Background: an optimization exercise with open tools, aiming at small area and a short achievable clock period. Do not read the settings as production practice.
In this exercise RTL edits were held to simulation tests only and were not proved equivalent to the original.
Power figures rest on the tool's default switching activity, not on a simulated workload.

==> flow/design.v (outline; a module is shown in full before it is edited, if it fits) <==
// module alu_shamt: 111 lines
// module alu_mul16: 1370 lines
// module alu_top: 229 lines
module alu_top (
    input  logic                      clk,
    input  logic                      reset,
    input  logic                      ce,
    input  logic                      execute,
    input  logic [4:0]                operation,
    input  logic [16-1:0]    ta,
    input  logic [16-1:0]    tb,
    input  logic                      wide,
    input  logic [5:0]                flags_in,
    output logic [32-1:0]    result,
    output logic [5:0]                flags,
    output logic                      done
);
  // ...
==> flow/run.sh <==
#!/bin/bash
# synth_recipe.tcl (not shown) runs the flow's synth.tcl, then flattens the netlist and writes it again
# the make line also repeats each setting of config.mk as NAME=value (left out here)
make -C /OpenROAD-flow-scripts/flow DESIGN_CONFIG=/design/flow/config.mk WORK_HOME=/design/flow/orfs CLKGATE_MAP_FILE= SYNTH_SCRIPT=/design/flow/synth_recipe.tcl finish
==> flow/config.mk <==
export PLATFORM = sky130hd
export DESIGN_NAME = alu_top
export DESIGN_NICKNAME = alu_top
export VERILOG_FILES = /design/flow/design.v
export SDC_FILE = /design/flow/constraint.sdc
export NUM_CORES = 4
export LEC_CHECK = 0
export CAP_MARGIN = 20
export CORE_MARGIN = 2
export CORE_UTILIZATION = 40
export SETUP_SLACK_MARGIN = 2.5
export SLEW_MARGIN = 20
==> flow/constraint.sdc <==
create_clock -name core_clock -period 11.0 [get_ports {clk}]
set_input_delay 2.2000 -clock core_clock [delete_from_list [all_inputs] [get_ports {clk}]]
set_output_delay 2.2000 -clock core_clock [all_outputs]
set_load 0.01 [all_outputs]
==> impl_metrics.prom, run 1 <==
# TYPE chip_impl_metric gauge
chip_impl_metric{name="max_cap_violations",unit=""} 0
chip_impl_metric{name="crit_cells",unit=""} 33
chip_impl_metric{name="sequential_cell_area",unit="um2"} 781
chip_impl_info{name="status",value="finished clean"} 1
chip_impl_metric{name="fin_hold_ws",unit="ps"} 454
chip_impl_metric{name="met2_wirelength",unit="mm"} 33.2
chip_impl_info{name="netlist_top_cells_count",value="272 x sky130_fd_sc_hd__nand2_1, 220 x sky130_fd_sc_hd__inv_1, 213 x sky130_fd_sc_hd__nor2_1"} 1
chip_impl_metric{name="clock_power",unit="uW"} 168
chip_impl_metric{name="total_internal_power",unit="uW"} 722
chip_impl_metric{name="well_tap_count",unit=""} 525
chip_impl_metric{name="final_hold_viol_count",unit=""} 0
chip_impl_metric{name="layout.buffer.nonclock.area_share",unit=""} 0.172
chip_impl_metric{name="min_period",unit="ps"} 9700
chip_impl_metric{name="finish.instance_area",unit="mm2"} 0.0220
chip_impl_info{name="worstReg2RegStart",value="flags[2]$_SDFFE_PP0P_"} 1
chip_impl_metric{name="fraction_of_final_layout_cells_with_drive_strength_greater_than_1",unit=""} 0.278
chip_impl_metric{name="multi_input_comb_area",unit="mm2"} 0.0158
chip_impl_metric{name="sequentialPowerShare",unit=""} 0.105
chip_impl_metric{name="timing.hold.worst_path_depth",unit=""} 2
chip_impl_metric{name="synthesis.area_per_instance",unit="um2"} 7.14
chip_impl_metric{name="cts_buffers",unit=""} 5
chip_impl_metric{name="worst_case_headroom_to_the_max_slew_limit",unit=""} 0.199
chip_impl_metric{name="power_per_cell_area",unit="mW/mm2"} 65.3
chip_impl_metric{name="vias",unit=""} 18800
chip_impl_metric{name="seqAreaFraction",unit=""} 0.0354
chip_impl_metric{name="first_global_vias",unit=""} 18000
chip_impl_metric{name="seq_cell_count",unit=""} 39
chip_impl_info{name="synth.most_common_cell",value="sky130_fd_sc_hd__nand2_1"} 1
chip_impl_metric{name="post_drt_via_cell_ratio",unit=""} 6.26
chip_impl_info{name="layout_top_registers",value="result (32), flags (6), done (1)"} 1
chip_impl_metric{name="met3WireLength",unit="mm"} 8.70
chip_impl_metric{name="clock_area_frac",unit=""} 0.00790
chip_impl_metric{name="wl_per_cell",unit="um"} 26.0
chip_impl_metric{name="total_cell_area_at_the_placement_stage",unit="mm2"} 0.0185
chip_impl_info{name="highest_metal_layer_with_signal_wires",value="met5"} 1
chip_impl_info{name="min_to",value="flags[1]$_SDFFE_PP0P_"} 1
chip_impl_metric{name="syn_to_final_growth",unit="%"} 37.6
chip_impl_metric{name="core-area",unit="mm2"} 0.0396
chip_impl_metric{name="rr_worst_depth",unit=""} 3
chip_impl_info{name="cp_slowest_cell",value="sky130_fd_sc_hd__fa_1"} 1
==> run 2: changes to the inputs <==
--- a/flow/config.mk
+++ b/flow/config.mk
@@ -9,4 +9,3 @@
 export CORE_MARGIN = 2
 export CORE_UTILIZATION = 40
-export SETUP_SLACK_MARGIN = 2.5
 export SLEW_MARGIN = 20
==> impl_metrics.prom, run 2 <==
# TYPE chip_impl_metric gauge
chip_impl_metric{name="pwr-share-comb",unit=""} 0.744
chip_impl_metric{name="synth.ff_latch_count",unit=""} 39
chip_impl_metric{name="fraction_of_final_layout_cells_with_drive_strength_greater_than_1",unit=""} 0.113
chip_impl_info{name="critical_path_end_type",value="register"} 1
chip_impl_info{name="unrepaired_setup_endpoints_after_global_routing",value="false"} 1
chip_impl_metric{name="cts_buffers",unit=""} 5
chip_impl_metric{name="boundaryPins",unit=""} 87
chip_impl_metric{name="global_route_wire_length_before_repair",unit="mm"} 110
chip_impl_metric{name="die_width",unit="um"} 204
chip_impl_metric{name="multi_input_comb_area",unit="mm2"} 0.0138
chip_impl_metric{name="maximum_number_of_pins_on_one_net_before_global_route_repair",unit=""} 50
chip_impl_metric{name="synthesis.area_per_instance",unit="um2"} 7.14
chip_impl_metric{name="largest_register_ffs",unit=""} 32
chip_impl_metric{name="buffer_depth_of_the_longest_clock_path",unit=""} 2
chip_impl_metric{name="finalMaxSlewViolations",unit=""} 0
chip_impl_info{name="critPathLaunch",value="tb[3]"} 1
chip_impl_metric{name="post_drt_via_cell_ratio",unit=""} 6.27
chip_impl_metric{name="antenna_found_initial",unit=""} 3
chip_impl_metric{name="starting_density_of_the_core",unit=""} 0.404
chip_impl_metric{name="clockPowerShare",unit=""} 0.134
chip_impl_metric{name="cell_count_after_synthesis",unit=""} 2241
chip_impl_metric{name="h-tree-depth",unit=""} 2
chip_impl_metric{name="vias",unit=""} 18100
chip_impl_metric{name="post_synthesis_async_set_or_reset_flop_share",unit=""} 0
chip_impl_metric{name="placementRows",unit=""} 73
chip_impl_metric{name="timing_worst_slew_pin_value",unit="ps"} 987
chip_impl_metric{name="firstDrtPassIters",unit=""} 7
chip_impl_metric{name="numPortBuffers",unit=""} 86
chip_impl_metric{name="tritoncts_num_sinks",unit=""} 39
chip_impl_metric{name="fin_hold_ws",unit="ps"} 453
chip_impl_metric{name="setup.reg_to_reg.worst_slack",unit="ps"} 10260
chip_impl_metric{name="finish.cell_count_without_fillers",unit=""} 2881
chip_impl_metric{name="worst_case_headroom_to_the_max_slew_limit",unit=""} 0.337
chip_impl_info{name="layout.cells.most_common",value="sky130_fd_sc_hd__nand2_1"} 1
chip_impl_metric{name="seq_area_frac_synth",unit=""} 0.0488
chip_impl_metric{name="min_period",unit="ps"} 10660
chip_impl_metric{name="wirelength",unit="mm"} 73.6
chip_impl_metric{name="cts_hold_buffers",unit=""} 0
chip_impl_metric{name="switching_share",unit=""} 0.511
chip_impl_metric{name="postRouteAntennaNets",unit=""} 0
chip_impl_info{name="timing.rr.end",value="flags[2]$_SDFFE_PP0P_"} 1
chip_impl_info{name="cp_slowest_cell",value="sky130_fd_sc_hd__nor3_1"} 1
chip_impl_info{name="worstReg2RegStart",value="flags[2]$_SDFFE_PP0P_"} 1
chip_impl_metric{name="rr_worst_depth",unit=""} 3
chip_impl_metric{name="fillerInstances",unit=""} 4139
chip_impl_metric{name="core-area",unit="mm2"} 0.0396
chip_impl_info{name="grt-busiest-layer",value="met1"} 1
chip_impl_metric{name="sequential_cell_area",unit="um2"} 781
chip_impl_info{name="synth_top_flop_cell",value="sky130_fd_sc_hd__dfxtp_1"} 1
chip_impl_info{name="synth.area.top_cells",value="sky130_fd_sc_hd__fa_1 25%, sky130_fd_sc_hd__nand2_1 6.4%, sky130_fd_sc_hd__a21oi_1 5.2%, sky130_fd_sc_hd__inv_1 5.2%, sky130_fd_sc_hd__nor2_1 5.0%"} 1
chip_impl_metric{name="detailedPlacementHpwl",unit="mm"} 58.8
chip_impl_metric{name="post-route-drc-count",unit=""} 0
chip_impl_metric{name="total_switching_power",unit="uW"} 626
chip_impl_metric{name="crit_path_max_fanout",unit=""} 36
chip_impl_info{name="setup.worst_path.start_class",value="input pin"} 1
chip_impl_metric{name="drt-initial-drc-count",unit=""} 2562
chip_impl_metric{name="final_hold_viol_count",unit=""} 0
chip_impl_metric{name="use_met2",unit=""} 0.503
chip_impl_metric{name="grtUsageMet1",unit=""} 0.510
chip_impl_metric{name="syn_to_final_growth",unit="%"} 16.6
chip_impl_metric{name="cts.clk_slew.worst_paths",unit="ps"} 60
chip_impl_info{name="status",value="finished clean"} 1
chip_impl_info{name="largest_register_by_flop_count",value="result"} 1
chip_impl_info{name="critPathMostFrequentCell",value="sky130_fd_sc_hd__fa_1"} 1
chip_impl_metric{name="area_of_the_mapped_netlist",unit="mm2"} 0.0160
chip_impl_metric{name="finalSetupViolations",unit=""} 0
chip_impl_metric{name="f_max",unit="GHz"} 0.0938
chip_impl_metric{name="grt.total_usage",unit=""} 0.349
chip_impl_info{name="netlist_top_cells_count",value="272 x sky130_fd_sc_hd__nand2_1, 220 x sky130_fd_sc_hd__inv_1, 213 x sky130_fd_sc_hd__nor2_1"} 1
chip_impl_metric{name="gr-usage-met3",unit=""} 0.0869
chip_impl_metric{name="synth_edf_count",unit=""} 0
chip_impl_metric{name="total_internal_power",unit="uW"} 600
chip_impl_info{name="cts_tree",value="yes"} 1
chip_impl_metric{name="power.ir.vdd_worst",unit="mV"} 0.0672
chip_impl_metric{name="totalPowerFinal",unit="mW"} 1.23
chip_impl_info{name="crit_type",value="input pin to register"} 1
chip_impl_info{name="min_to",value="result[2]$_SDFFE_PP0P_"} 1
chip_impl_metric{name="critical_path_buffers_and_inverters",unit=""} 7
chip_impl_metric{name="power.static_leakage",unit="nW"} 8.03
chip_impl_metric{name="first_global_vias",unit=""} 16900
chip_impl_metric{name="nNetsFinal",unit=""} 2664
chip_impl_info{name="synth.most_common_cell",value="sky130_fd_sc_hd__nand2_1"} 1
chip_impl_metric{name="die_y",unit="um"} 204
chip_impl_metric{name="finClkSkew",unit="ps"} 0
chip_impl_metric{name="max_cap_violations",unit=""} 0
chip_impl_metric{name="timing.hold.worst_path_depth",unit=""} 2
chip_impl_info{name="cp_top_family",value="adder cells"} 1
chip_impl_metric{name="fp.dieArea",unit="mm2"} 0.0416
chip_impl_info{name="hold_path_startpoint",value="result[2]$_SDFFE_PP0P_"} 1
chip_impl_metric{name="layout_worst_path_cycle_share",unit=""} 0.970
chip_impl_metric{name="gr-total-overflow",unit=""} 0
chip_impl_info{name="clock_tree.root_cell",value="sky130_fd_sc_hd__clkbuf_16"} 1
chip_impl_metric{name="power_per_cell_area",unit="mW/mm2"} 65.7
chip_impl_metric{name="netlist-cell-type-count",unit=""} 92
chip_impl_metric{name="sequentialPowerShare",unit=""} 0.123
chip_impl_info{name="final_cell_mix",value="272 x sky130_fd_sc_hd__nand2_1, 220 x sky130_fd_sc_hd__inv_1, 212 x sky130_fd_sc_hd__nor2_1"} 1
chip_impl_metric{name="synth-warning-count",unit=""} 1
chip_impl_metric{name="gp_routability_congestion",unit=""} 1.02
chip_impl_metric{name="worst_skew_pair.late_latency",unit="ps"} 280
chip_impl_metric{name="wl_per_cell",unit="um"} 25.6
chip_impl_metric{name="cp_slowest_stage_delay",unit="ps"} 730
chip_impl_metric{name="place.detailed.instances",unit=""} 2869
chip_impl_metric{name="cp_data_required_time",unit="ps"} 11220
chip_impl_info{name="hp-class",value="register to register"} 1
chip_impl_info{name="layout_top_registers",value="result (32), flags (6), done (1)"} 1
chip_impl_metric{name="synth_top_area_frac",unit=""} 0.250
chip_impl_info{name="synth_largest_area_cell",value="sky130_fd_sc_hd__fa_1"} 1
chip_impl_metric{name="critPathArrivalTime",unit="ps"} 10890
chip_impl_metric{name="synth_nets",unit=""} 2552
==> run 2: cell types whose count changed in the layout (fill, tap and decap cells not counted), moves of 25 or more <==
cell / delta
sky130_fd_sc_hd__buf_4: -49
sky130_fd_sc_hd__fa_2: -28
sky130_fd_sc_hd__buf_6: -56
sky130_fd_sc_hd__nand2_1: +25
sky130_fd_sc_hd__o21ai_0: +29
sky130_fd_sc_hd__fa_1: +28
==> run 2: worst max path at each step <==
stage,endpoint,depth (start not counted)
finish,flags[2]$_SDFFE_PP0P_,34
global route,flags[4]$_SDFFE_PP0P_,34
CTS,flags[2]$_SDFFE_PP0P_,32
detailed placement,flags[2]$_SDFFE_PP0P_,33
global placement,flags[2]$_SDFFE_PP0P_,34
floorplan,flags[4]$_SDFFE_PP0P_,35
==> run 2: kinds of logic after synthesis <==
logic type                 Yosys count  share of synthesized area
and+or+nand+nor                    810                      0.239
muxes                               12                    0.00766
buffers and inverters              398                     0.0954
DFF                                 39                     0.0488
xor gates and xnor gates            79                     0.0432
AOI/OAI and AO/OA                  638                      0.265
adders and majority gates          265                      0.301
==> run 2: routing by layer <==
metal / vias up / part of all wire
li1: 7937 / -
met1: 8781 / 0.44
met2: 1159 / 0.41
met3: 181 / 0.12
met4: 2 / 0.035
met5: - / 0.00018
==> run 2: area by class of cell <==
cell class	instances	share of cell area
Clock buffer	6	0.00744
Timing Repair Buffer	282	0.127
Antenna cell	2	0.000268
Clock inverter	2	0.00188
Inverter	221	0.0444
Tap cell	525	0.0352
Sequential cell	39	0.0418
Multi-Input combinational cell	1804	0.742
==> run 2: worst register-to-register path, cell delays in order (launching register included) <==
cell                      delay (ps)
sky130_fd_sc_hd__dfxtp_1         310
sky130_fd_sc_hd__nand2_1          60
sky130_fd_sc_hd__a21oi_1          60
sky130_fd_sc_hd__a31o_1          200
==> run 2: metrics by stage <==
| step | TNS (ps) | instance area, um2 | utilization | setup slack (ps) |
|---|---|---|---|---|
| after floorplan | 0 | 16000 | - | 753 |
| after global placement | -377 | 18300 | 0.462 | -185 |
| after detailed placement | -620 | 18300 | 0.462 | -299 |
| after CTS | 0 | 18500 | 0.467 | 1.74 |
| after global routing | 0 | 18700 | 0.471 | 0.544 |
| final | 0 | 18700 | 0.471 | 335 |
==> run 2: timing repair <==
action,4_1_cts,5_1_grt
setup endpoints to repair,1,8
resized for setup,1,34
setup buffers,0,2
pin swaps,0,5
==> run 2: power groups by stage <==
stage	clock [mW]	combinational, mW	sequential (mW)
final	0.164	0.912	0.151
after global placement	0	0.867	0.153
after global routing	0.173	0.972	0.151
after CTS	0.166	0.874	0.151
after detailed placement	0	0.870	0.154
after floorplan	0	0.519	0.156

static timing again, ports no longer ideal:
How much do the figures lean on ideal ports? The routed layouts below were timed once more, with nothing changed but the port constraints.
Step 1: set_driving_cell puts a clkbuf_16 on clk and a buf_2 on each other input, an assumption about the parent block.
Step 2 also shifts input and output timing later by t, the mid clock arrival at the registers, as if the neighbouring blocks saw the same clock.
Slacks: ideal / step 1 / step 2; pairs: ideal / step 1.
| run | shift t [ns] | setup slack, ns | hold WS [ns] |
|---|---|---|---|
| run 1 | 0.314 | 1.298 / 1.273 / 0.959 | 0.454 / 0.454 / 0.454 |
| run 2 | 0.305 | 0.335 / 0.340 / 0.034 | 0.453 / 0.453 / 0.453 |
After both steps every run listed still meets setup and hold. The setup slack of run 1, which loses most, moves by -0.025 ns with the drivers and by -0.339 ns with both steps.
